This design comes from an exercise in tuning for small area, a short achievable clock period and few clock cycles on the open sky130 flow, not from production work. RTL that was checked went through simulation tests only; none was proved equivalent to the original. Function not checked in run 2: the RTL went through the layout flow alone. Power figures rest on the tool's default switching activity, not on a simulated workload.

<file path="flow/config.mk">
export PLATFORM = sky130hd
export DESIGN_NAME = keyword_source_lexer
export DESIGN_NICKNAME = keyword_source_lexer
export VERILOG_FILES = /design/flow/design.v
export SDC_FILE = /design/flow/constraint.sdc
export NUM_CORES = 4
export LEC_CHECK = 0
export ABC_AREA = 1
export CAP_MARGIN = 20
export CORE_MARGIN = 2
export CORE_UTILIZATION = 40
export CTS_BUF_LIST = sky130_fd_sc_hd__clkbuf_8
export SETUP_SLACK_MARGIN = 5
export SLEW_MARGIN = 20
</file>
<file path="flow/standard.sh">
#!/bin/bash
# synth_recipe.tcl (not shown) runs the flow's synth.tcl, then flattens the netlist and writes it again
# the make line also repeats each setting of config.mk as NAME=value (left out here)
make -C /OpenROAD-flow-scripts/flow DESIGN_CONFIG=/design/flow/config.mk WORK_HOME=/design/flow/orfs CLKGATE_MAP_FILE= SYNTH_SCRIPT=/design/flow/synth_recipe.tcl "${@:-finish}"
</file>
<file path="flow/flow/run.sh">
#!/bin/bash
# The standard layout, with the smallest buffer on each port instead of the
# default delay-cell buffer; repair still resizes port buffers where timing needs it
set -euo pipefail
export BUFFER_PORTS_ARGS="-buffer_cell sky130_fd_sc_hd__buf_1"
bash standard.sh finish > standard_finish.log 2>&1
</file>
<file path="flow/constraint.sdc">
create_clock -name core_clock -period 8.5 [get_ports {clock}]
set_input_delay 1.7000 -clock core_clock [delete_from_list [all_inputs] [get_ports {clock}]]
set_output_delay 1.7000 -clock core_clock [all_outputs]
set_load 0.01 [all_outputs]
</file>
<file path="flow/design.v">
`default_nettype none
module ksl_front (
   input  wire logic         clock,
   input  wire logic         reset,
   input  wire logic         req_valid,
   output logic              req_stall,
   input  wire logic [8:0]   req_data,
   input  wire logic         csr_we,
   input  wire logic [16:0]  csr_wdata,
   input  wire logic         room,
   input  wire logic [15:0]  last_index,
   output logic              push,
   output logic [45:0]       push_w
);
   localparam logic [5:0] KIND_IDENT   = 6'd31;
   localparam logic [5:0] KIND_NUMBER  = 6'd32;
   localparam logic [5:0] KIND_STRING  = 6'd33;
   localparam logic [5:0] KIND_END     = 6'd57;
   localparam logic [2:0] LM_IDLE   = 3'd0;
   localparam logic [2:0] LM_IDENT  = 3'd1;
   localparam logic [2:0] LM_NUMBER = 3'd2;
   localparam logic [2:0] LM_STRING = 3'd3;
   localparam logic [2:0] LM_LINE   = 3'd4;
   localparam logic [2:0] LM_BLOCK  = 3'd5;
   localparam logic [2:0] LM_PEND   = 3'd6;
   localparam logic [2:0] PD_SLASH = 3'd0;
   localparam logic [2:0] PD_EQ    = 3'd1;
   localparam logic [2:0] PD_BANG  = 3'd2;
   localparam logic [2:0] PD_LT    = 3'd3;
   localparam logic [2:0] PD_GT    = 3'd4;
   localparam logic [2:0] PD_MINUS = 3'd5;
   function automatic logic [10:0] kw_first(input logic [7:0] ch);
      logic [10:0] r;
      logic        hit;
      r   = '0;
      hit = 1'b0;
      r   = r | ({11{ch == 8'd97}} & 11'd691);
      hit = hit | (ch == 8'd97);
      r   = r | ({11{ch == 8'd99}} & 11'd801);
      hit = hit | (ch == 8'd99);
      r   = r | ({11{ch == 8'd100}} & 11'd613);
      hit = hit | (ch == 8'd100);
      r   = r | ({11{ch == 8'd101}} & 11'd1134);
      hit = hit | (ch == 8'd101);
      r   = r | ({11{ch == 8'd102}} & 11'd562);
      hit = hit | (ch == 8'd102);
      r   = r | ({11{ch == 8'd103}} & 11'd165);
      hit = hit | (ch == 8'd103);
      r   = r | ({11{ch == 8'd104}} & 11'd303);
      hit = hit | (ch == 8'd104);
      r   = r | ({11{ch == 8'd105}} & 11'd366);
      hit = hit | (ch == 8'd105);
      r   = r | ({11{ch == 8'd107}} & 11'd1189);
      hit = hit | (ch == 8'd107);
      r   = r | ({11{ch == 8'd108}} & 11'd1705);
      hit = hit | (ch == 8'd108);
      r   = r | ({11{ch == 8'd109}} & 11'd111);
      hit = hit | (ch == 8'd109);
      r   = r | ({11{ch == 8'd111}} & 11'd870);
      hit = hit | (ch == 8'd111);
      r   = r | ({11{ch == 8'd114}} & 11'd41);
      hit = hit | (ch == 8'd114);
      r   = r | ({11{ch == 8'd117}} & 11'd1582);
      hit = hit | (ch == 8'd117);
      r   = r | ({11{ch == 8'd119}} & 11'd744);
      hit = hit | (ch == 8'd119);
      kw_first = hit ? r : 11'd1984;
   endfunction
   function automatic logic [5:0] kw_exp(input logic [8:0] kn);
      logic [5:0] r;
      logic        hit;
      r   = '0;
      hit = 1'b0;
      r   = r | ({6{kn == 9'd1}} & 6'd46);
      hit = hit | (kn == 9'd1);
      r   = r | ({6{kn == 9'd2}} & 6'd39);
      hit = hit | (kn == 9'd2);
      r   = r | ({6{kn == 9'd17}} & 6'd36);
      hit = hit | (kn == 9'd17);
      r   = r | ({6{kn == 9'd18}} & 6'd53);
      hit = hit | (kn == 9'd18);
      r   = r | ({6{kn == 9'd19}} & 6'd44);
      hit = hit | (kn == 9'd19);
      r   = r | ({6{kn == 9'd20}} & 6'd37);
      hit = hit | (kn == 9'd20);
      r   = r | ({6{kn == 9'd33}} & 6'd46);
      hit = hit | (kn == 9'd33);
      r   = r | ({6{kn == 9'd34}} & 6'd37);
      hit = hit | (kn == 9'd34);
      r   = r | ({6{kn == 9'd35}} & 6'd50);
      hit = hit | (kn == 9'd35);
      r   = r | ({6{kn == 9'd36}} & 6'd33);
      hit = hit | (kn == 9'd36);
      r   = r | ({6{kn == 9'd37}} & 6'd52);
      hit = hit | (kn == 9'd37);
      r   = r | ({6{kn == 9'd38}} & 6'd47);
      hit = hit | (kn == 9'd38);
      r   = r | ({6{kn == 9'd39}} & 6'd50);
      hit = hit | (kn == 9'd39);
      r   = r | ({6{kn == 9'd40}} & 6'd51);
      hit = hit | (kn == 9'd40);
      r   = r | ({6{kn == 9'd49}} & 6'd44);
      hit = hit | (kn == 9'd49);
      r   = r | ({6{kn == 9'd50}} & 6'd33);
      hit = hit | (kn == 9'd50);
      r   = r | ({6{kn == 9'd51}} & 6'd52);
      hit = hit | (kn == 9'd51);
      r   = r | ({6{kn == 9'd52}} & 6'd41);
      hit = hit | (kn == 9'd52);
      r   = r | ({6{kn == 9'd53}} & 6'd47);
      hit = hit | (kn == 9'd53);
      r   = r | ({6{kn == 9'd54}} & 6'd46);
      hit = hit | (kn == 9'd54);
      r   = r | ({6{kn == 9'd55}} & 6'd51);
      hit = hit | (kn == 9'd55);
      r   = r | ({6{kn == 9'd65}} & 6'd45);
      hit = hit | (kn == 9'd65);
      r   = r | ({6{kn == 9'd66}} & 6'd47);
      hit = hit | (kn == 9'd66);
      r   = r | ({6{kn == 9'd67}} & 6'd45);
      hit = hit | (kn == 9'd67);
      r   = r | ({6{kn == 9'd68}} & 6'd47);
      hit = hit | (kn == 9'd68);
      r   = r | ({6{kn == 9'd69}} & 6'd50);
      hit = hit | (kn == 9'd69);
      r   = r | ({6{kn == 9'd70}} & 6'd48);
      hit = hit | (kn == 9'd70);
      r   = r | ({6{kn == 9'd71}} & 6'd40);
      hit = hit | (kn == 9'd71);
      r   = r | ({6{kn == 9'd72}} & 6'd41);
      hit = hit | (kn == 9'd72);
      r   = r | ({6{kn == 9'd73}} & 6'd51);
      hit = hit | (kn == 9'd73);
      r   = r | ({6{kn == 9'd74}} & 6'd45);
      hit = hit | (kn == 9'd74);
      r   = r | ({6{kn == 9'd97}} & 6'd52);
      hit = hit | (kn == 9'd97);
      r   = r | ({6{kn == 9'd98}} & 6'd37);
      hit = hit | (kn == 9'd98);
      r   = r | ({6{kn == 9'd99}} & 6'd39);
      hit = hit | (kn == 9'd99);
      r   = r | ({6{kn == 9'd100}} & 6'd37);
      hit = hit | (kn == 9'd100);
      r   = r | ({6{kn == 9'd101}} & 6'd50);
      hit = hit | (kn == 9'd101);
      r   = r | ({6{kn == 9'd102}} & 6'd51);
      hit = hit | (kn == 9'd102);
      r   = r | ({6{kn == 9'd103}} & 6'd63);
      hit = hit | (kn == 9'd103);
      r   = r | ({6{kn == 9'd104}} & 6'd45);
      hit = hit | (kn == 9'd104);
      r   = r | ({6{kn == 9'd105}} & 6'd47);
      hit = hit | (kn == 9'd105);
      r   = r | ({6{kn == 9'd106}} & 6'd36);
      hit = hit | (kn == 9'd106);
      r   = r | ({6{kn == 9'd113}} & 6'd52);
      hit = hit | (kn == 9'd113);
      r   = r | ({6{kn == 9'd114}} & 6'd41);
      hit = hit | (kn == 9'd114);
      r   = r | ({6{kn == 9'd115}} & 6'd47);
      hit = hit | (kn == 9'd115);
      r   = r | ({6{kn == 9'd116}} & 6'd46);
      hit = hit | (kn == 9'd116);
      r   = r | ({6{kn == 9'd117}} & 6'd33);
      hit = hit | (kn == 9'd117);
      r   = r | ({6{kn == 9'd118}} & 6'd44);
      hit = hit | (kn == 9'd118);
      r   = r | ({6{kn == 9'd119}} & 6'd51);
      hit = hit | (kn == 9'd119);
      r   = r | ({6{kn == 9'd129}} & 6'd37);
      hit = hit | (kn == 9'd129);
      r   = r | ({6{kn == 9'd130}} & 6'd37);
      hit = hit | (kn == 9'd130);
      r   = r | ({6{kn == 9'd131}} & 6'd63);
      hit = hit | (kn == 9'd131);
      r   = r | ({6{kn == 9'd132}} & 6'd45);
      hit = hit | (kn == 9'd132);
      r   = r | ({6{kn == 9'd133}} & 6'd47);
      hit = hit | (kn == 9'd133);
      r   = r | ({6{kn == 9'd134}} & 6'd36);
      hit = hit | (kn == 9'd134);
      r   = r | ({6{kn == 9'd135}} & 6'd53);
      hit = hit | (kn == 9'd135);
      r   = r | ({6{kn == 9'd136}} & 6'd44);
      hit = hit | (kn == 9'd136);
      r   = r | ({6{kn == 9'd137}} & 6'd37);
      hit = hit | (kn == 9'd137);
      r   = r | ({6{kn == 9'd145}} & 6'd38);
      hit = hit | (kn == 9'd145);
      r   = r | ({6{kn == 9'd146}} & 6'd41);
      hit = hit | (kn == 9'd146);
      r   = r | ({6{kn == 9'd147}} & 6'd46);
      hit = hit | (kn == 9'd147);
      r   = r | ({6{kn == 9'd148}} & 6'd37);
      hit = hit | (kn == 9'd148);
      r   = r | ({6{kn == 9'd177}} & 6'd37);
      hit = hit | (kn == 9'd177);
      r   = r | ({6{kn == 9'd178}} & 6'd50);
      hit = hit | (kn == 9'd178);
      r   = r | ({6{kn == 9'd179}} & 6'd37);
      hit = hit | (kn == 9'd179);
      r   = r | ({6{kn == 9'd193}} & 6'd51);
      hit = hit | (kn == 9'd193);
      r   = r | ({6{kn == 9'd194}} & 6'd37);
      hit = hit | (kn == 9'd194);
      r   = r | ({6{kn == 9'd225}} & 6'd35);
      hit = hit | (kn == 9'd225);
      r   = r | ({6{kn == 9'd226}} & 6'd53);
      hit = hit | (kn == 9'd226);
      r   = r | ({6{kn == 9'd227}} & 6'd50);
      hit = hit | (kn == 9'd227);
      r   = r | ({6{kn == 9'd228}} & 6'd51);
      hit = hit | (kn == 9'd228);
      r   = r | ({6{kn == 9'd229}} & 6'd41);
      hit = hit | (kn == 9'd229);
      r   = r | ({6{kn == 9'd230}} & 6'd54);
      hit = hit | (kn == 9'd230);
      r   = r | ({6{kn == 9'd231}} & 6'd37);
      hit = hit | (kn == 9'd231);
      r   = r | ({6{kn == 9'd241}} & 6'd56);
      hit = hit | (kn == 9'd241);
      r   = r | ({6{kn == 9'd242}} & 6'd37);
      hit = hit | (kn == 9'd242);
      r   = r | ({6{kn == 9'd243}} & 6'd36);
      hit = hit | (kn == 9'd243);
      r   = r | ({6{kn == 9'd244}} & 6'd63);
      hit = hit | (kn == 9'd244);
      r   = r | ({6{kn == 9'd245}} & 6'd48);
      hit = hit | (kn == 9'd245);
      r   = r | ({6{kn == 9'd246}} & 6'd47);
      hit = hit | (kn == 9'd246);
      r   = r | ({6{kn == 9'd247}} & 6'd41);
      hit = hit | (kn == 9'd247);
      r   = r | ({6{kn == 9'd248}} & 6'd46);
      hit = hit | (kn == 9'd248);
      r   = r | ({6{kn == 9'd249}} & 6'd52);
      hit = hit | (kn == 9'd249);
      r   = r | ({6{kn == 9'd257}} & 6'd50);
      hit = hit | (kn == 9'd257);
      r   = r | ({6{kn == 9'd258}} & 6'd48);
      hit = hit | (kn == 9'd258);
      r   = r | ({6{kn == 9'd259}} & 6'd40);
      hit = hit | (kn == 9'd259);
      r   = r | ({6{kn == 9'd260}} & 6'd41);
      hit = hit | (kn == 9'd260);
      r   = r | ({6{kn == 9'd261}} & 6'd51);
      hit = hit | (kn == 9'd261);
      r   = r | ({6{kn == 9'd262}} & 6'd45);
      hit = hit | (kn == 9'd262);
      r   = r | ({6{kn == 9'd273}} & 6'd36);
      hit = hit | (kn == 9'd273);
      r   = r | ({6{kn == 9'd274}} & 6'd47);
      hit = hit | (kn == 9'd274);
      r   = r | ({6{kn == 9'd275}} & 6'd45);
      hit = hit | (kn == 9'd275);
      r   = r | ({6{kn == 9'd276}} & 6'd47);
      hit = hit | (kn == 9'd276);
      r   = r | ({6{kn == 9'd277}} & 6'd50);
      hit = hit | (kn == 9'd277);
      r   = r | ({6{kn == 9'd278}} & 6'd48);
      hit = hit | (kn == 9'd278);
      r   = r | ({6{kn == 9'd279}} & 6'd40);
      hit = hit | (kn == 9'd279);
      r   = r | ({6{kn == 9'd280}} & 6'd41);
      hit = hit | (kn == 9'd280);
      r   = r | ({6{kn == 9'd281}} & 6'd51);
      hit = hit | (kn == 9'd281);
      r   = r | ({6{kn == 9'd282}} & 6'd45);
      hit = hit | (kn == 9'd282);
      r   = r | ({6{kn == 9'd289}} & 6'd50);
      hit = hit | (kn == 9'd289);
      r   = r | ({6{kn == 9'd290}} & 6'd46);
      hit = hit | (kn == 9'd290);
      r   = r | ({6{kn == 9'd291}} & 6'd37);
      hit = hit | (kn == 9'd291);
      r   = r | ({6{kn == 9'd292}} & 6'd44);
      hit = hit | (kn == 9'd292);
      r   = r | ({6{kn == 9'd305}} & 6'd33);
      hit = hit | (kn == 9'd305);
      r   = r | ({6{kn == 9'd306}} & 6'd39);
      hit = hit | (kn == 9'd306);
      r   = r | ({6{kn == 9'd307}} & 6'd37);
      hit = hit | (kn == 9'd307);
      r   = r | ({6{kn == 9'd321}} & 6'd45);
      hit = hit | (kn == 9'd321);
      r   = r | ({6{kn == 9'd322}} & 6'd48);
      hit = hit | (kn == 9'd322);
      r   = r | ({6{kn == 9'd323}} & 6'd47);
      hit = hit | (kn == 9'd323);
      r   = r | ({6{kn == 9'd324}} & 6'd51);
      hit = hit | (kn == 9'd324);
      r   = r | ({6{kn == 9'd325}} & 6'd37);
      hit = hit | (kn == 9'd325);
      r   = r | ({6{kn == 9'd337}} & 6'd48);
      hit = hit | (kn == 9'd337);
      r   = r | ({6{kn == 9'd338}} & 6'd44);
      hit = hit | (kn == 9'd338);
      r   = r | ({6{kn == 9'd339}} & 6'd57);
      hit = hit | (kn == 9'd339);
      r   = r | ({6{kn == 9'd353}} & 6'd48);
      hit = hit | (kn == 9'd353);
      r   = r | ({6{kn == 9'd369}} & 6'd44);
      hit = hit | (kn == 9'd369);
      r   = r | ({6{kn == 9'd370}} & 6'd36);
      hit = hit | (kn == 9'd370);
      r   = r | ({6{kn == 9'd385}} & 6'd38);
      hit = hit | (kn == 9'd385);
      r   = r | ({6{kn == 9'd386}} & 6'd47);
      hit = hit | (kn == 9'd386);
      r   = r | ({6{kn == 9'd387}} & 6'd44);
      hit = hit | (kn == 9'd387);
      r   = r | ({6{kn == 9'd388}} & 6'd36);
      hit = hit | (kn == 9'd388);
      r   = r | ({6{kn == 9'd401}} & 6'd44);
      hit = hit | (kn == 9'd401);
      r   = r | ({6{kn == 9'd402}} & 6'd41);
      hit = hit | (kn == 9'd402);
      r   = r | ({6{kn == 9'd403}} & 6'd45);
      hit = hit | (kn == 9'd403);
      r   = r | ({6{kn == 9'd404}} & 6'd41);
      hit = hit | (kn == 9'd404);
      r   = r | ({6{kn == 9'd405}} & 6'd52);
      hit = hit | (kn == 9'd405);
      r   = r | ({6{kn == 9'd417}} & 6'd45);
      hit = hit | (kn == 9'd417);
      r   = r | ({6{kn == 9'd418}} & 6'd41);
      hit = hit | (kn == 9'd418);
      r   = r | ({6{kn == 9'd419}} & 6'd52);
      hit = hit | (kn == 9'd419);
      r   = r | ({6{kn == 9'd433}} & 6'd44);
      hit = hit | (kn == 9'd433);
      r   = r | ({6{kn == 9'd434}} & 6'd52);
      hit = hit | (kn == 9'd434);
      r   = r | ({6{kn == 9'd435}} & 6'd37);
      hit = hit | (kn == 9'd435);
      r   = r | ({6{kn == 9'd436}} & 6'd50);
      hit = hit | (kn == 9'd436);
      r   = r | ({6{kn == 9'd449}} & 6'd45);
      hit = hit | (kn == 9'd449);
      r   = r | ({6{kn == 9'd450}} & 6'd34);
      hit = hit | (kn == 9'd450);
      r   = r | ({6{kn == 9'd451}} & 6'd36);
      hit = hit | (kn == 9'd451);
      r   = r | ({6{kn == 9'd452}} & 6'd33);
      hit = hit | (kn == 9'd452);
      r   = r | ({6{kn == 9'd465}} & 6'd52);
      hit = hit | (kn == 9'd465);
      r   = r | ({6{kn == 9'd466}} & 6'd40);
      hit = hit | (kn == 9'd466);
      r   = r | ({6{kn == 9'd481}} & 6'd41);
      hit = hit | (kn == 9'd481);
      r   = r | ({6{kn == 9'd482}} & 6'd52);
      hit = hit | (kn == 9'd482);
      r   = r | ({6{kn == 9'd483}} & 6'd41);
      hit = hit | (kn == 9'd483);
      r   = r | ({6{kn == 9'd484}} & 6'd33);
      hit = hit | (kn == 9'd484);
      r   = r | ({6{kn == 9'd485}} & 6'd44);
      hit = hit | (kn == 9'd485);
      kw_exp = hit ? r : 6'd0;
   endfunction
   function automatic logic [10:0] kw_alt(input logic [16:0] knc);
      logic [10:0] r;
      logic        hit;
      r   = '0;
      hit = 1'b0;
      r   = r | ({11{knc == 17'd41328}} & 11'd1392);
      hit = hit | (knc == 17'd41328);
      r   = r | ({11{knc == 17'd49519}} & 11'd1325);
      hit = hit | (knc == 17'd49519);
      r   = r | ({11{knc == 17'd82540}} & 11'd1641);
      hit = hit | (knc == 17'd82540);
      r   = r | ({11{knc == 17'd33129}} & 11'd1016);
      hit = hit | (knc == 17'd33129);
      r   = r | ({11{knc == 17'd33135}} & 11'd1516);
      hit = hit | (knc == 17'd33135);
      r   = r | ({11{knc == 17'd62060}} & 11'd1780);
      hit = hit | (knc == 17'd62060);
      r   = r | ({11{knc == 17'd20845}} & 11'd1249);
      hit = hit | (knc == 17'd20845);
      r   = r | ({11{knc == 17'd21097}} & 11'd1972);
      hit = hit | (knc == 17'd21097);
      r   = r | ({11{knc == 17'd21108}} & 11'd421);
      hit = hit | (knc == 17'd21108);
      r   = r | ({11{knc == 17'd106849}} & 11'd1837);
      hit = hit | (knc == 17'd106849);
      r   = r | ({11{knc == 17'd4449}} & 11'd1456);
      hit = hit | (knc == 17'd4449);
      r   = r | ({11{knc == 17'd4722}} & 11'd1072);
      hit = hit | (knc == 17'd4722);
      r   = r | ({11{knc == 17'd353}} & 11'd500);
      hit = hit | (knc == 17'd353);
      r   = r | ({11{knc == 17'd357}} & 11'd236);
      hit = hit | (knc == 17'd357);
      r   = r | ({11{knc == 17'd12899}} & 11'd949);
      hit = hit | (knc == 17'd12899);
      r   = r | ({11{knc == 17'd45417}} & 11'd1908);
      hit = hit | (knc == 17'd45417);
      kw_alt = hit ? r : 11'd1984;
   endfunction
   function automatic logic [5:0] single_kind(input logic [7:0] ch);
      logic [5:0] r;
      r = '0;
      r = r | ({6{ch == 8'h2b}} & 6'd39);    
      r = r | ({6{ch == 8'h2a}} & 6'd42);    
      r = r | ({6{ch == 8'h25}} & 6'd44);    
      r = r | ({6{ch == 8'h28}} & 6'd45);    
      r = r | ({6{ch == 8'h29}} & 6'd46);    
      r = r | ({6{ch == 8'h7b}} & 6'd47);    
      r = r | ({6{ch == 8'h7d}} & 6'd48);    
      r = r | ({6{ch == 8'h2c}} & 6'd49);    
      r = r | ({6{ch == 8'h3b}} & 6'd50);    
      r = r | ({6{ch == 8'h3a}} & 6'd53);    
      r = r | ({6{ch == 8'h5b}} & 6'd54);    
      r = r | ({6{ch == 8'h5d}} & 6'd55);    
      r = r | ({6{ch == 8'h2e}} & 6'd56);    
      single_kind = r;
   endfunction
   localparam int CL_W = 11;
   localparam int CL_WORD  = 10;    
   localparam int CL_ALPHA = 9;     
   localparam int CL_DIGIT = 8;
   localparam int CL_QUOTE = 7;
   localparam int CL_NL    = 6;
   localparam int CL_SLASH = 5;
   localparam int CL_STAR  = 4;
   localparam int CL_EQ    = 3;
   localparam int CL_GT    = 2;
   localparam int CL_PEND  = 1;     
   localparam int CL_OP    = 0;     
   function automatic logic [CL_W-1:0] classify(input logic [7:0] ch);
      logic alpha, digit;
      alpha = ((ch >= "a") && (ch <= "z")) || ((ch >= "A") && (ch <= "Z")) || (ch == "_");
      digit = (ch >= "0") && (ch <= "9");
      classify = {alpha || digit, alpha, digit, ch == "\"", ch == 8'd10, ch == "/", ch == "*",
                  ch == "=", ch == ">",
                  (ch == "/") || (ch == "=") || (ch == "!") || (ch == "<") || (ch == ">") ||
                  (ch == "-"),
                  single_kind(ch) != 6'd0};
   endfunction
   function automatic logic [15:0] cap4_of(input logic [16:0] l);
      if (l[16]) begin
         cap4_of = 16'd65531;
      end else if (l[15:0] == 16'd0) begin
         cap4_of = 16'hfffc;
      end else begin
         cap4_of = l[15:0] - 16'd5;
      end
   endfunction
   logic              in_v;
   logic [7:0]        c;
   logic              eot;
   logic [CL_W-1:0]   cl;
   logic              b_v;
   logic [8:0]        b_data;
   logic [8:0]        src;
   logic              load_a;
   logic [2:0]   mode_ff, mode_in;
   logic [2:0]   pend_ff, pend_in;
   logic         star_ff, star_in;
   logic [15:0]  start_ff, start_in;
   logic [5:0]   len_ff, len_in;
   logic [4:0]   kw_ff, kw_in;
   logic [5:0]   kwe_ff, kwe_in;      
   logic [16:0]  pos_ff, pos_in;
   logic         zero_ff, zero_in;    
   logic [15:0]  cnt;                 
   logic         ovf_ff, ovf_in;      
   logic         near_ff, near_in;    
   logic         far_ff, far_in;      
   logic [15:0]  cap4_ff;             
   logic [15:0]  cap4_w;
   logic [2:0]   c_pend;
   logic [5:0]   c_kind, two_kind, flush_kind, flush_len;
   logic         flush_emits;
   assign c_kind   = single_kind(c);
   assign cap4_w   = cap4_of(csr_wdata);
   logic         w_cap0, w_cap1, w_cap2;
   assign w_cap0   = (csr_wdata[16:1] == 16'd0);
   assign w_cap1   = (csr_wdata == 17'd2);
   assign w_cap2   = (csr_wdata == 17'd3);
   assign cnt      = zero_ff ? 16'd0 : last_index + 16'd1;
   logic         kw_hit;
   logic [10:0]  kw_f, kw_a;
   assign kw_hit = kwe_ff[5] && (c[4:0] == kwe_ff[4:0]) && c[6] && (c[5] || (kwe_ff[4:0] == 5'd31));
   assign kw_f   = kw_first(c);
   assign kw_a   = kw_alt({kw_ff, len_ff[3:0], c});
   always_comb begin
      c_pend = PD_SLASH;
      if (c == "=") c_pend = PD_EQ;
      if (c == "!") c_pend = PD_BANG;
      if (c == "<") c_pend = PD_LT;
      if (c == ">") c_pend = PD_GT;
      if (c == "-") c_pend = PD_MINUS;
   end
   always_comb begin
      two_kind = 6'd0;
      if (cl[CL_EQ]) begin
         if (pend_ff == PD_EQ)   two_kind = 6'd34;
         if (pend_ff == PD_BANG) two_kind = 6'd35;
         if (pend_ff == PD_LT)   two_kind = 6'd36;
         if (pend_ff == PD_GT)   two_kind = 6'd37;
      end else if (cl[CL_GT] && (pend_ff == PD_MINUS)) begin
         two_kind = 6'd41;
      end
   end
   always_comb begin
      flush_emits = 1'b1;
      flush_len   = len_ff;
      flush_kind  = 6'd0;
      if (mode_ff == LM_IDENT) begin
         flush_kind = kwe_ff[5] ? KIND_IDENT : {1'b0, kw_ff};
      end else if (mode_ff == LM_NUMBER) begin
         flush_kind = KIND_NUMBER;
      end else if (mode_ff == LM_STRING) begin
         flush_kind = KIND_STRING;
      end else if (mode_ff == LM_PEND) begin
         flush_len = 6'd1;
         if (pend_ff == PD_SLASH) flush_kind = 6'd43;
         if (pend_ff == PD_EQ)    flush_kind = 6'd38;
         if (pend_ff == PD_LT)    flush_kind = 6'd51;
         if (pend_ff == PD_GT)    flush_kind = 6'd52;
         if (pend_ff == PD_MINUS) flush_kind = 6'd40;
         flush_emits = (pend_ff != PD_BANG);
      end else begin
         flush_emits = 1'b0;
      end
   end
   logic         emit, split, step, take;
   logic [5:0]   w_kind, w_len;
   logic [15:0]  w_start;
   logic         w_ovf, w_last, w_end;
   always_comb begin
      logic do_flush, do_start;
      mode_in  = mode_ff;
      pos_in   = pos_ff;
      emit     = 1'b0;
      split    = 1'b0;
      w_end    = 1'b0;
      w_kind   = flush_kind;
      w_start  = ((mode_ff == LM_STRING) && (len_ff == 6'd0)) ? pos_ff[15:0] : start_ff;
      w_len    = flush_len;
      w_ovf    = 1'b0;
      do_flush = 1'b0;
      do_start = 1'b0;
      if (eot) begin
         mode_in = LM_IDLE;
         emit    = 1'b1;
         if (!ovf_ff && flush_emits) begin
            split = 1'b1;
         end else begin
            w_end   = 1'b1;
            w_kind  = KIND_END;
            w_start = pos_ff[15:0];
            w_len   = 6'd0;
            w_ovf   = ovf_ff;
            pos_in  = '0;
         end
      end else if (!ovf_ff && !pos_ff[16]) begin
         pos_in = pos_ff + 17'd1;
         case (mode_ff)
            LM_IDENT: begin
               if (!cl[CL_WORD]) begin
                  do_flush = 1'b1;
                  do_start = 1'b1;
               end
            end
            LM_NUMBER: begin
               if (!cl[CL_DIGIT]) begin
                  do_flush = 1'b1;
                  do_start = 1'b1;
               end
            end
            LM_STRING: begin
               if (cl[CL_QUOTE]) do_flush = 1'b1;
            end
            LM_LINE: begin
               if (cl[CL_NL]) mode_in = LM_IDLE;
            end
            LM_BLOCK: begin
               if (star_ff && cl[CL_SLASH]) mode_in = LM_IDLE;
            end
            LM_PEND: begin
               if ((pend_ff == PD_SLASH) && cl[CL_SLASH]) begin
                  mode_in = LM_LINE;
               end else if ((pend_ff == PD_SLASH) && cl[CL_STAR]) begin
                  mode_in = LM_BLOCK;
               end else if (two_kind != 6'd0) begin
                  mode_in = LM_IDLE;
                  emit    = 1'b1;
                  w_kind  = two_kind;
                  w_len   = 6'd2;
               end else begin
                  do_flush = 1'b1;
                  do_start = 1'b1;
               end
            end
            default: begin
               mode_in  = LM_IDLE;
               do_start = 1'b1;
            end
         endcase
         if (do_flush) begin
            mode_in = LM_IDLE;
            if (flush_emits) begin
               emit = 1'b1;
               if (do_start && !near_ff && cl[CL_OP]) begin
                  split  = 1'b1;
                  pos_in = pos_ff;
               end else if (near_ff) begin
                  do_start = 1'b0;
               end
            end
         end
         if (do_start && !split) begin
            if (cl[CL_ALPHA]) begin
               mode_in  = LM_IDENT;
            end else if (cl[CL_DIGIT]) begin
               mode_in  = LM_NUMBER;
            end else if (cl[CL_QUOTE]) begin
               mode_in  = LM_STRING;
            end else if (cl[CL_PEND]) begin
               mode_in  = LM_PEND;
            end else if (cl[CL_OP]) begin
               emit    = 1'b1;
               w_kind  = c_kind;
               w_start = pos_ff[15:0];
               w_len   = 6'd1;
            end
         end
      end
      w_last = !split;
      step   = in_v && (room || !emit);
      take   = step && !split;
      push   = in_v && emit && room;
   end
   assign push_w    = {w_kind, cnt, w_start, w_len, w_ovf, w_last};
   logic  tok_cont;
   assign tok_cont = ((mode_ff == LM_IDENT) && cl[CL_WORD]) || ((mode_ff == LM_NUMBER) && cl[CL_DIGIT]) ||
                     ((mode_ff == LM_STRING) && !cl[CL_QUOTE]);
   always_comb begin
      pend_in  = c_pend;
      star_in  = (mode_ff == LM_BLOCK) && cl[CL_STAR];
      start_in = pos_ff[15:0];
      len_in   = cl[CL_QUOTE] ? 6'd0 : 6'd1;
      kw_in    = kw_f[10:6];
      kwe_in   = kw_f[5:0];
      if (tok_cont) begin
         len_in = (len_ff == 6'd63) ? len_ff : len_ff + 6'd1;
      end
      if (tok_cont && !((mode_ff == LM_STRING) && (len_ff == 6'd0))) begin
         start_in = start_ff;
      end
      if (mode_ff == LM_IDENT) begin
         kw_in  = kw_hit ? kw_ff : kw_a[10:6];
         kwe_in = kw_hit ? ((len_ff[5:4] == 2'b00) ? kw_exp({kw_ff, len_ff[3:0]}) : 6'd0) : kw_a[5:0];
      end
      if (pos_ff[16]) begin
         pend_in  = pend_ff;
         start_in = start_ff;
         len_in   = len_ff;
         kw_in    = kw_ff;
         kwe_in   = kwe_ff;
      end
   end
   assign load_a    = !in_v || take;
   assign src       = b_v ? b_data : req_data;
   assign req_stall = b_v || (in_v && eot);
   always_ff @(posedge clock) begin
      if (reset) begin
         in_v <= 1'b0;
         b_v  <= 1'b0;
      end else if (load_a) begin
         in_v <= b_v || (req_valid && !req_stall);
         b_v  <= 1'b0;
      end else if (req_valid && !req_stall) begin
         b_v  <= 1'b1;
      end
      if (load_a) begin
         {c, eot} <= src;
         cl       <= classify(src[8:1]);
      end
      if (!req_stall) begin
         b_data <= req_data;
      end
   end
   always_comb begin
      zero_in = zero_ff;
      ovf_in  = ovf_ff;
      near_in = near_ff;
      far_in  = far_ff;
      if (push && w_end) begin
         zero_in = 1'b1;
         ovf_in  = csr_we ? w_cap0 : (cap4_ff == 16'hfffc);
         near_in = csr_we ? w_cap1 : (cap4_ff == 16'hfffd);
         far_in  = csr_we ? w_cap2 : (cap4_ff == 16'hfffe);
      end else if (push) begin
         zero_in = 1'b0;
         ovf_in  = near_ff;
         near_in = far_ff;
         far_in  = zero_ff ? (cap4_ff == 16'hffff) : (last_index == cap4_ff);
      end else if (csr_we && !in_v && !b_v) begin
         ovf_in  = w_cap0;
         near_in = w_cap1;
         far_in  = w_cap2;
      end
   end
   always_ff @(posedge clock) begin
      if (reset) begin
         mode_ff <= LM_IDLE;
         pos_ff  <= '0;
         zero_ff <= 1'b1;
         ovf_ff  <= 1'b0;
         near_ff <= 1'b0;
         far_ff  <= 1'b0;
         cap4_ff <= 16'd1019;
      end else begin
         if (csr_we) cap4_ff <= cap4_w;
         zero_ff <= zero_in;
         ovf_ff  <= ovf_in;
         near_ff <= near_in;
         far_ff  <= far_in;
         if (step) begin
            mode_ff <= mode_in;
            pos_ff  <= pos_in;
         end
      end
   end
   always_ff @(posedge clock) begin
      if (step) begin
         pend_ff  <= pend_in;
         star_ff  <= star_in;
         start_ff <= start_in;
         len_ff   <= len_in;
         kw_ff    <= kw_in;
         kwe_ff   <= kwe_in;
      end
   end
endmodule
`default_nettype wire
`default_nettype none
module ksl_tokq (
   input  wire logic          clock,
   input  wire logic          reset,
   input  wire logic          push,
   input  wire logic [45:0]   push_w,
   output logic              room,
   output logic              rsp_valid,
   input  wire logic          rsp_stall,
   output logic [45:0]       rsp_data
);
   logic         v_ff;
   logic [45:0]  w_ff;
   assign rsp_valid = v_ff;
   assign rsp_data  = w_ff;
   assign room      = !v_ff || !rsp_stall;
   always_ff @(posedge clock) begin
      if (reset) begin
         v_ff <= 1'b0;
      end else if (room) begin
         v_ff <= push;
      end
      if (push) begin
         w_ff <= push_w;
      end
   end
endmodule
`default_nettype wire
`default_nettype none
module keyword_source_lexer #(
   parameter int MAX_TEXT_LEN = 65536
) (
   input  wire logic         clock,
   input  wire logic         reset,
   input  wire logic         req_valid,
   output logic             req_stall,
   input  wire logic [8:0]   req_data,
   output logic             rsp_valid,
   input  wire logic         rsp_stall,
   output logic [45:0]      rsp_data,
   input  wire logic         csr_we,
   input  wire logic [16:0]  csr_wdata
);
   logic         room;
   logic         push;
   logic [45:0]  push_w;
   ksl_front u_front (
      .clock     (clock),
      .reset     (reset),
      .req_valid (req_valid),
      .req_stall (req_stall),
      .req_data  (req_data),
      .csr_we    (csr_we),
      .csr_wdata (csr_wdata),
      .room      (room),
      .last_index(rsp_data[39:24]),
      .push      (push),
      .push_w    (push_w)
   );
   ksl_tokq u_tokq (
      .clock     (clock),
      .reset     (reset),
      .push      (push),
      .push_w    (push_w),
      .room      (room),
      .rsp_valid (rsp_valid),
      .rsp_stall (rsp_stall),
      .rsp_data  (rsp_data)
   );
endmodule
`default_nettype wire
</file>
==> flow_summary.json, run 1 <==
{
  "internal_power_mw": 1.15,
  "first_global_vias": 11772,
  "synth_area_per_cell_um2": 6.85,
  "total_iterations_of_the_first_detailed_routing_run": 5,
  "cts_buffer_depth": 2,
  "top_level_ports": 79,
  "grt_start_max_net_pins": 48,
  "min-delay-path-class": "register to register",
  "ys_ff_latch": 155,
  "insertedDiodeCount": 0,
  "fmax_ghz": 0.300,
  "p_per_area_nw_per_um2": 132,
  "gp_congestion": 1.04,
  "finClkSkew_ns": 0.0158,
  "synthesis.area_um2": 11800,
  "timing.reg2reg.setup_slack_ns": 5.17,
  "floorplan.core_area_um2": 28900,
  "synth_enable_flop_cells": 112,
  "final_antenna_net_count": 0,
  "yosys-top-cells-area": "edfxtp_1, nand2_1, nor2_1",
  "grt_overflow": 0,
  "post_route_cells_drive_above_1_share": 0.0624,
  "holdPathStages": 2,
  "total_nets_final": 1838,
  "clock-sinks": 155,
  "endpoint_kind": "register",
  "chipHeight_um": 176,
  "placed_cell_area_um2": 12500,
  "htree_num_levels": 4,
  "power_switching_share": 0.324,
  "timing.hold.worst_endpoint": "u_front.pos_ff[16]",
  "grt_antenna_before_repair": 0,
  "postSynth.asyncResetShare": 0,
  "post-dp-hpwl_mm": 32.9,
  "port_buffers": 78,
  "floorplan.die.width_um": 176,
  "rr_startpoint": "u_front.kw_ff[4]",
  "static_leakage_power_nw": 5.38,
  "gr-usage-all-layers": 0.275,
  "wl_per_cell_um": 19.1,
  "timing.max_slew.rel_slack": 0.305,
  "dieArea_um2": 30900,
  "p_sw_mw": 0.550,
  "fin_setup_tns_ns": 0,
  "mappedNetlistNets": 1764,
  "post_synthesis_sequential_area_ratio": 0.358,
  "timing_worst_setup_path_type": "register to register",
  "worstMarginPinSlew_ns": 1.04,
  "grt_pass1_wl_mm": 66.5,
  "power.total_mw": 1.70,
  "rsz0062_at_grt": "false",
  "cp_max_fo": 32,
  "post_route_standard_cell_area_excluding_fillers_um2": 12900,
  "yosys.area.top_type_share": 0.285,
  "share_seq_of_total_power": 0.525,
  "cells_after_synth": 1724,
  "max_cap_violations": 0,
  "initial_util": 0.409,
  "vias": 12430,
  "area_delta_synth_final_pct": 9.16,
  "timing.critical_path.arrival_ns": 3.55,
  "cts_tree": "yes",
  "placement_rows": 62,
  "synthDistinctLibCells": 61,
  "setup_viol": 0,
  "timing_hold_violations_final": 0,
  "reg2reg_depth": 14,
  "min_period_ns": 3.33,
  "ys_dominant_reg_cell": "edfxtp_1",
  "detail_route.vias_per_cell": 5.66,
  "drc": 0,
  "final.hold.worst_slack_ns": 0.488,
  "yosys_warnings": 2,
  "pwr-share-clk": 0.297,
  "period_share": 0.392,
  "worst_setup_path_start_kind": "register",
  "path_clk_slew_ns": 0.09,
  "post-synth-top-area-cell": "edfxtp_1",
  "cts_root_buffer": "clkbuf_8",
  "comb_power_share": 0.178,
  "maxSlewViolCount": 0,
  "min-delay-start": "u_front.pos_ff[16]",
  "r2r_end": "u_front.kwe_ff[3]",
  "drt-initial-drc-count": 1280,
  "totalWireLength_mm": 41.9,
  "power.ir.vdd_worst_uv": 122,
  "clock_insertion_delay_worst_skew_ns": 0.47,
  "cts-buffers-inserted": 17,
  "cp_data_required_time_ns": 8.71,
  "result_of_the_run": "no timing/DRC/antenna violations"
}
critical path, stage by stage, from the launching register on:
cell and delay [ns]:
edfxtp_1 0.37, buf_4 0.22, inv_1 0.10, buf_4 0.36
nor2_1 0.34, o21ai_0 0.46, nand4_1 0.17, nor2_1 0.14
nand4_1 0.12, nor2_1 0.28, nand4_1 0.18, nand3_1 0.10
nand2_1 0.06, nand2_1 0.06, nand2_1 0.09
cells by family after synthesis:
family	share of synthesized area
xor gates and xnor gates	0.0297
buffers and inverters	0.0866
AOI/OAI and AO/OA	0.158
adders and majority gates	0.00953
muxes	0.000847
and+or+nand+nor	0.357
DFF	0.358
cells in the final DEF (no fill, tap or decap), drive strengths merged, types with 2 or more instances in the layout:
| cell type | instances |
|---|---|
| a2111oi | 2 |
| a211oi | 4 |
| a21oi | 91 |
| a22oi | 6 |
| a31oi | 9 |
| a32oi | 2 |
| buf | 90 |
| clkbuf | 17 |
| clkinv | 11 |
| clkinvlp | 3 |
| dfxtp | 43 |
| edfxtp | 112 |
| ha | 9 |
| inv | 229 |
| nand2 | 366 |
| nand3 | 114 |
| nand3b | 7 |
| nand4 | 59 |
| nor2 | 303 |
| nor3 | 56 |
| nor3b | 7 |
| nor4 | 22 |
| o2111a | 2 |
| o2111ai | 10 |
| o211ai | 18 |
| o21a | 4 |
| o21ai | 128 |
| o221ai | 16 |
| o22ai | 8 |
| o311ai | 2 |
| o31ai | 3 |
| or2 | 10 |
| xnor2 | 2 |
| xor2 | 38 |
per-stage QoR:
stage / instances / worst slack [ns] / utilization
6_report: 2195 / 5.17 / 0.447
4_1_cts: 2194 / 5.00 / 0.446
5_1_grt: 2195 / 5.02 / 0.447
3_5_place_dp: 2162 / 4.81 / 0.433
3_3_place_gp: 2162 / 4.90 / 0.433
2_1_floorplan: 1724 / 5.06 / -
final cells by class:
| class | instances | area (um2) |
|---|---|---|
| clock buffer | 17 | 234 |
| clock inverter | 15 | 113 |
| fill | 3046 | 16000 |
| inverter | 228 | 867 |
| multi-input combinational | 1306 | 6600 |
| sequential | 155 | 4220 |
| tap | 384 | 480 |
| timing repair buffer | 90 | 383 |
power by group through the flow:
stage               logic [mW]  registers, mW  clock network, mW
floorplan                0.205          0.904                  0
global placement         0.295          0.909                  0
detailed placement       0.296          0.909                  0
CTS                      0.297          0.891              0.515
global route             0.338          0.898              0.544
finish                   0.302          0.892              0.505
repair_timing:
item / 4_1_cts / 5_1_grt
resized for setup: 1 / 8
hold buffers: 0 / 0
endpoints found under the setup margin: 47 / 108
buffers inserted: 0 / 1
synth_stat cells (8+ instances only):
cell type,n
dfxtp_1,43
o221ai_1,16
o2111ai_1,10
or2_2,9
nor3_1,56
ha_1,9
inv_2,10
edfxtp_1,112
o22ai_1,8
nor2_1,296
a31oi_1,9
nand4_1,57
nand3_1,107
xor2_1,38
o21ai_0,119
nand2_1,350
a21oi_1,81
inv_1,213
o211ai_1,18
nor4_1,22
nand2_2,13
clkbuf_1,25
a21oi_2,10
metal layers:
| metal | global-route usage | up-vias | part of all wire | wire length (um) |
|---|---|---|---|---|
| met1 | 0.405 | 5781 | 0.47 | 19700 |
| met5 | 0 | - | 0 | 0 |
| met4 | 0.0933 | 0 | 0.029 | 1200 |
| met2 | 0.406 | 535 | 0.42 | 17700 |
| li1 | - | 6031 | - | - |
| met3 | 0.0446 | 83 | 0.079 | 3320 |
worst max path at each step:
stage	start	to	slack, ns	cells after the start
after floorplan	rsp_stall	u_front.start_ff[0]	5.06	7
after global placement	u_front.mode_ff[0]	u_tokq.w_ff[42]	4.90	10
after detailed placement	u_front.mode_ff[0]	u_tokq.w_ff[4]	4.81	10
after CTS	u_front.mode_ff[0]	u_front.len_ff[5]	5.00	14
after global routing	u_front.len_ff[0]	u_front.kwe_ff[4]	5.02	15
final	u_front.kw_ff[4]	u_front.kwe_ff[3]	5.17	14
state kept, by name, summed over array words and instances (netlist names), 3 cells and up:
| name | cells |
|---|---|
| u_front.len_ff | 6 |
| u_front.c | 8 |
| u_front.cl | 11 |
| u_front.b_data | 9 |
| u_tokq.w_ff | 46 |
| u_front.pos_ff | 17 |
| u_front.mode_ff | 3 |
| u_front.kwe_ff | 6 |
| u_front.kw_ff | 5 |
| u_front.start_ff | 16 |
| u_front.cap4_ff | 16 |
| u_front.pend_ff | 3 |
Testbench counts, summed over its fixed seeds: cycles 146,983.
==> inputs of run 2 (changes only) <==
--- a/flow/design.v
+++ b/flow/design.v
@@ -428,15 +428,26 @@
    localparam int CL_GT    = 2;
    localparam int CL_PEND  = 1;     
    localparam int CL_OP    = 0;     
-   function automatic logic [CL_W-1:0] classify(input logic [7:0] ch);
+   function automatic logic [3:0] class_code(input logic [7:0] ch);
       logic alpha, digit;
       alpha = ((ch >= "a") && (ch <= "z")) || ((ch >= "A") && (ch <= "Z")) || (ch == "_");
       digit = (ch >= "0") && (ch <= "9");
-      classify = {alpha || digit, alpha, digit, ch == "\"", ch == 8'd10, ch == "/", ch == "*",
-                  ch == "=", ch == ">",
-                  (ch == "/") || (ch == "=") || (ch == "!") || (ch == "<") || (ch == ">") ||
-                  (ch == "-"),
-                  single_kind(ch) != 6'd0};
+      class_code = 4'b1100;
+      if (alpha) class_code = 4'b0000;
+      if (digit) class_code = 4'b0001;
+      if (ch == "/") class_code = 4'b0100;
+      if (ch == "=") class_code = 4'b0101;
+      if (ch == ">") class_code = 4'b0110;
+      if ((ch == "!") || (ch == "<") || (ch == "-")) class_code = 4'b0111;
+      if (single_kind(ch) != 6'd0) class_code = 4'b1000;
+      if (ch == "*") class_code = 4'b1001;
+      if (ch == "\"") class_code = 4'b1101;
+      if (ch == 8'd10) class_code = 4'b1110;
+   endfunction
+   function automatic logic [CL_W-1:0] classes(input logic [3:0] cc);
+      classes = {cc[3:2] == 2'b00, cc[3:2] == 2'b00 && !cc[0], cc[3:2] == 2'b00 && cc[0],
+                 cc == 4'b1101, cc == 4'b1110, cc == 4'b0100, cc == 4'b1001,
+                 cc == 4'b0101, cc == 4'b0110, cc[3:2] == 2'b01, cc[3:2] == 2'b10};
    endfunction
    function automatic logic [15:0] cap4_of(input logic [16:0] l);
       if (l[16]) begin
@@ -450,6 +461,7 @@
    logic              in_v;
    logic [7:0]        c;
    logic              eot;
+   logic [3:0]        cc;
    logic [CL_W-1:0]   cl;
    logic              b_v;
    logic [8:0]        b_data;
@@ -474,6 +486,7 @@
    logic [5:0]   c_kind, two_kind, flush_kind, flush_len;
    logic         flush_emits;
    assign c_kind   = single_kind(c);
+   assign cl       = classes(cc);
    assign cap4_w   = cap4_of(csr_wdata);
    logic         w_cap0, w_cap1, w_cap2;
    assign w_cap0   = (csr_wdata[16:1] == 16'd0);
@@ -678,7 +691,7 @@
       end
       if (load_a) begin
          {c, eot} <= src;
-         cl       <= classify(src[8:1]);
+         cc       <= class_code(src[8:1]);
       end
       if (!req_stall) begin
          b_data <= req_data;
==> run 2 against run 1 <==
Non-clock buffer count decreased by 3. Maximum frequency increased by 1.2%. Power up 5.4%. Register-to-register slack gained 0.04 ns. Synthesized cell count grew 1.3%. Final cell count grew 0.87%. Sequential power shrank 3.1%. Clock power up 14%. Core utilization down 0.27 points. Combinational power grew 16%. Wire length rose by 2.7%. Largest power group unchanged. Highest routed layer unchanged.
==> flow_summary.json, run 2 <==
{
  "result_of_the_run": "no timing/DRC/antenna violations",
  "final_common_cell": "nand2_1",
  "yosys_warnings": 2,
  "synth_commonest_cells": "nand2_1, nor2_1, inv_1",
  "wl_per_cell_um": 19.4,
  "floorplan.core_area_um2": 28700,
  "path_clk_slew_ns": 0.10,
  "timing.critical_path.arrival_ns": 3.50,
  "cts_hold_repair.buffers": 0,
  "gp_congestion": 1.00,
  "cts_buffer_depth": 2,
  "total_iterations_of_the_first_detailed_routing_run": 5,
  "p_per_area_nw_per_um2": 140,
  "post_route_cells_drive_above_1_share": 0.0749,
  "clock-sinks": 148,
  "timing.critical_path.buf_inv": 1,
  "initial_util": 0.407,
  "gr-usage-all-layers": 0.280,
  "mappedNetlistNets": 1787,
  "post_synth_fa_ha_maj_area_fraction": 0.00965,
  "dieArea_um2": 30600,
  "largest_register_ffs": 46,
  "basic_gate_share_of_the_synthesized_area_counting_and_or_nand_and_nor_cells": 0.374,
  "drt-initial-drc-count": 1173,
  "worst_slack_ns": 5.21,
  "post-dp-hpwl_mm": 33.3,
  "post-synth-top-area-cell": "edfxtp_1",
  "setup_viol": 0,
  "postSynth.asyncResetShare": 0,
  "cts_tree": "yes",
  "first_global_vias": 11719,
  "mostFrequentLayoutCells": "nand2_1, nor2_1, inv_1",
  "worstMarginPinSlew_ns": 0.969,
  "worst_setup_path_start_kind": "register",
  "cts-buffers-inserted": 17,
  "top_level_ports": 79,
  "endpoint_kind": "register",
  "min_period_ns": 3.29,
  "critical-path-slowest-cell": "edfxtp_1",
  "ys_ff_latch": 148,
  "period_share": 0.388,
  "grt_antenna_before_repair": 0,
  "timing.max_slew.rel_slack": 0.353,
  "insertedDiodeCount": 0,
  "synth_top_family_by_area": "simple AND/OR/NAND/NOR gates",
  "detail_route.vias_per_cell": 5.76,
  "xor_and_xnor_fraction_of_the_mapped_netlist_area": 0.0300,
  "port_buffers": 78,
  "min-delay-path-class": "register to register",
  "synth.most_common_cell": "nand2_1",
  "top_reg_by_flops": "u_tokq.w_ff",
  "cp_top_family": "simple AND/OR/NAND/NOR gates",
  "synth-compound-area-share": 0.158,
  "static_leakage_power_nw": 5.30,
  "reg_top3": "u_tokq.w_ff (46), u_front.pos_ff (17)",
  "final.hold.worst_slack_ns": 0.500,
  "power.total_mw": 1.79,
  "final_antenna_net_count": 0,
  "final_core_utilization": 0.444,
  "grt_pass1_wl_mm": 67.2,
  "clock_insertion_delay_worst_skew_ns": 0.46,
  "fillerInstances": 3081,
  "chipHeight_um": 175,
  "synth_area_per_cell_um2": 6.68,
  "critical_path.max_stage_delay_ns": 0.48,
  "synth_enable_flop_cells": 105,
  "share_of_synthesized_area_spent_on_multiplexers": 0.00172,
  "post_synthesis_sequential_area_ratio": 0.344,
  "timing_worst_setup_path_type": "register to register",
  "power.ir.vdd_worst_uv": 99.3,
  "place_ws_ns": 4.83,
  "grt_overflow": 0,
  "area_delta_synth_final_pct": 9.25,
  "total_nets_final": 1857,
  "floorplan.die.width_um": 175,
  "drc": 0,
  "htree_num_levels": 4,
  "cp_max_fo": 18,
  "max_cap_violations": 0,
  "cp_data_required_time_ns": 8.71,
  "synthesis.area_um2": 11700,
  "vias": 12754,
  "fmax_ghz": 0.304,
  "maxSlewViolCount": 0,
  "ys_dominant_reg_cell": "edfxtp_1",
  "totalWireLength_mm": 43.1,
  "placement_rows": 62,
  "worstPathCellList": "ha_1, nand2_2, inv_1, nand2_2, nor2_1, a21oi_1, nand3b_1, nor2_1, nand2_1, nor2_1, nand3_1, nand3_1, nand2_1, nand2_1, nand2_1",
  "finClkSkew_ns": 0.0203,
  "synthDistinctLibCells": 56,
  "grt_start_max_net_pins": 48,
  "rsz0062_at_grt": "false",
  "fin_setup_tns_ns": 0,
  "yosys.area.top_type_share": 0.270,
  "cts_root_buffer": "clkbuf_8",
  "timing_hold_violations_final": 0,
  "yosys-top-cells-area": "edfxtp_1, nand2_1, nor2_1",
  "critical_path.most_common_cell": "nand2_1",
  "cells_after_synth": 1747
}
-- run 2: layout make-up --
class	instances	area, um2	share of cell area
Inverter	215	808	0.0634
Timing Repair Buffer	87	360	0.0283
Clock inverter	15	155	0.0122
Tap cell	384	480	0.0377
Multi-Input combinational cell	1348	6700	0.525
Sequential cell	148	4010	0.315
Clock buffer	17	234	0.0183
-- run 2: kinds of logic after synthesis --
| family | after synthesis |
|---|---|
| and+or+nand+nor | 982 |
| AOI/OAI and AO/OA | 315 |
| buffers and inverters | 251 |
| DFF | 148 |
| xor gates and xnor gates | 40 |
| adders and majority gates | 9 |
| muxes | 2 |
-- run 2: tightest hold or removal path: stages (launching register included) --
cell	delay, ns
dfxtp_1	0.33
nand2_1	0.08
a21oi_2	0.05
-- run 2: stage by stage --
stage / instances / cell area, um2
finish: 2214 / 12800
global route: 2214 / 12800
CTS: 2212 / 12700
detailed placement: 2180 / 12300
global placement: 2180 / 12300
floorplan: 1747 / 11700
-- run 2: worst paths after layout --
check                          start            endpoint  slack (ns)  depth (start not counted)
hold reg to reg   u_front.pos_ff[16]  u_front.pos_ff[16]        0.50                          2
setup reg to reg   u_front.len_ff[0]   u_front.kwe_ff[5]        5.21                         15
hold / removal    u_front.pos_ff[16]  u_front.pos_ff[16]        0.50                          2
setup / recovery   u_front.len_ff[0]   u_front.kwe_ff[5]        5.21                         15
-- run 2: report_power, final --
part	leakage [nW]	total [mW]	internal (mW)	switching, mW
registers	1.36	0.864	0.828	0.0367
clock network	0.192	0.575	0.263	0.312
logic	3.74	0.350	0.0951	0.255
-- run 2: layer usage --
| layer | track usage | wire, um |
|---|---|---|
| met5 | 0 | 0 |
| met4 | 0.0934 | 1310 |
| met3 | 0.0359 | 3030 |
| met2 | 0.441 | 19300 |
| met1 | 0.397 | 19400 |
-- run 2: timing repair --
action                     CTS  global route
pin swaps                    0             0
setup buffers                0             2
hold endpoints to repair     0             0
setup endpoints to repair   22            10
gates resized for setup      2             3

## separate check: timing with driven ports
In the flow no input, the clock included, has a driving cell. The finished layouts below were timed again as built, in two steps.
Step 1: set_driving_cell puts a clkbuf_16 on clock and a buf_2 on each other input, an assumption about the parent block.
Step 2, shift: input delay + t, output delay - t, t = (earliest + latest rising clock arrival at the registers) / 2. This alone moves slack from input paths to output paths.
a / b / c = no drivers / after step 1 / after step 2; a / b = the first two.
run	t (ns)	setup slack, ns	worst setup path after step 2	worst register clock-pin slew, ns
run 1	0.510	5.167 / 5.167 / 4.903	input to register	0.09 / 0.09
run 2	0.493	5.206 / 5.206 / 4.924	input to register	0.10 / 0.10
After both steps every run listed still meets setup and hold. For run 2, which loses most, drivers alone change the setup slack by 0.000 ns; drivers and shift together by -0.282 ns.
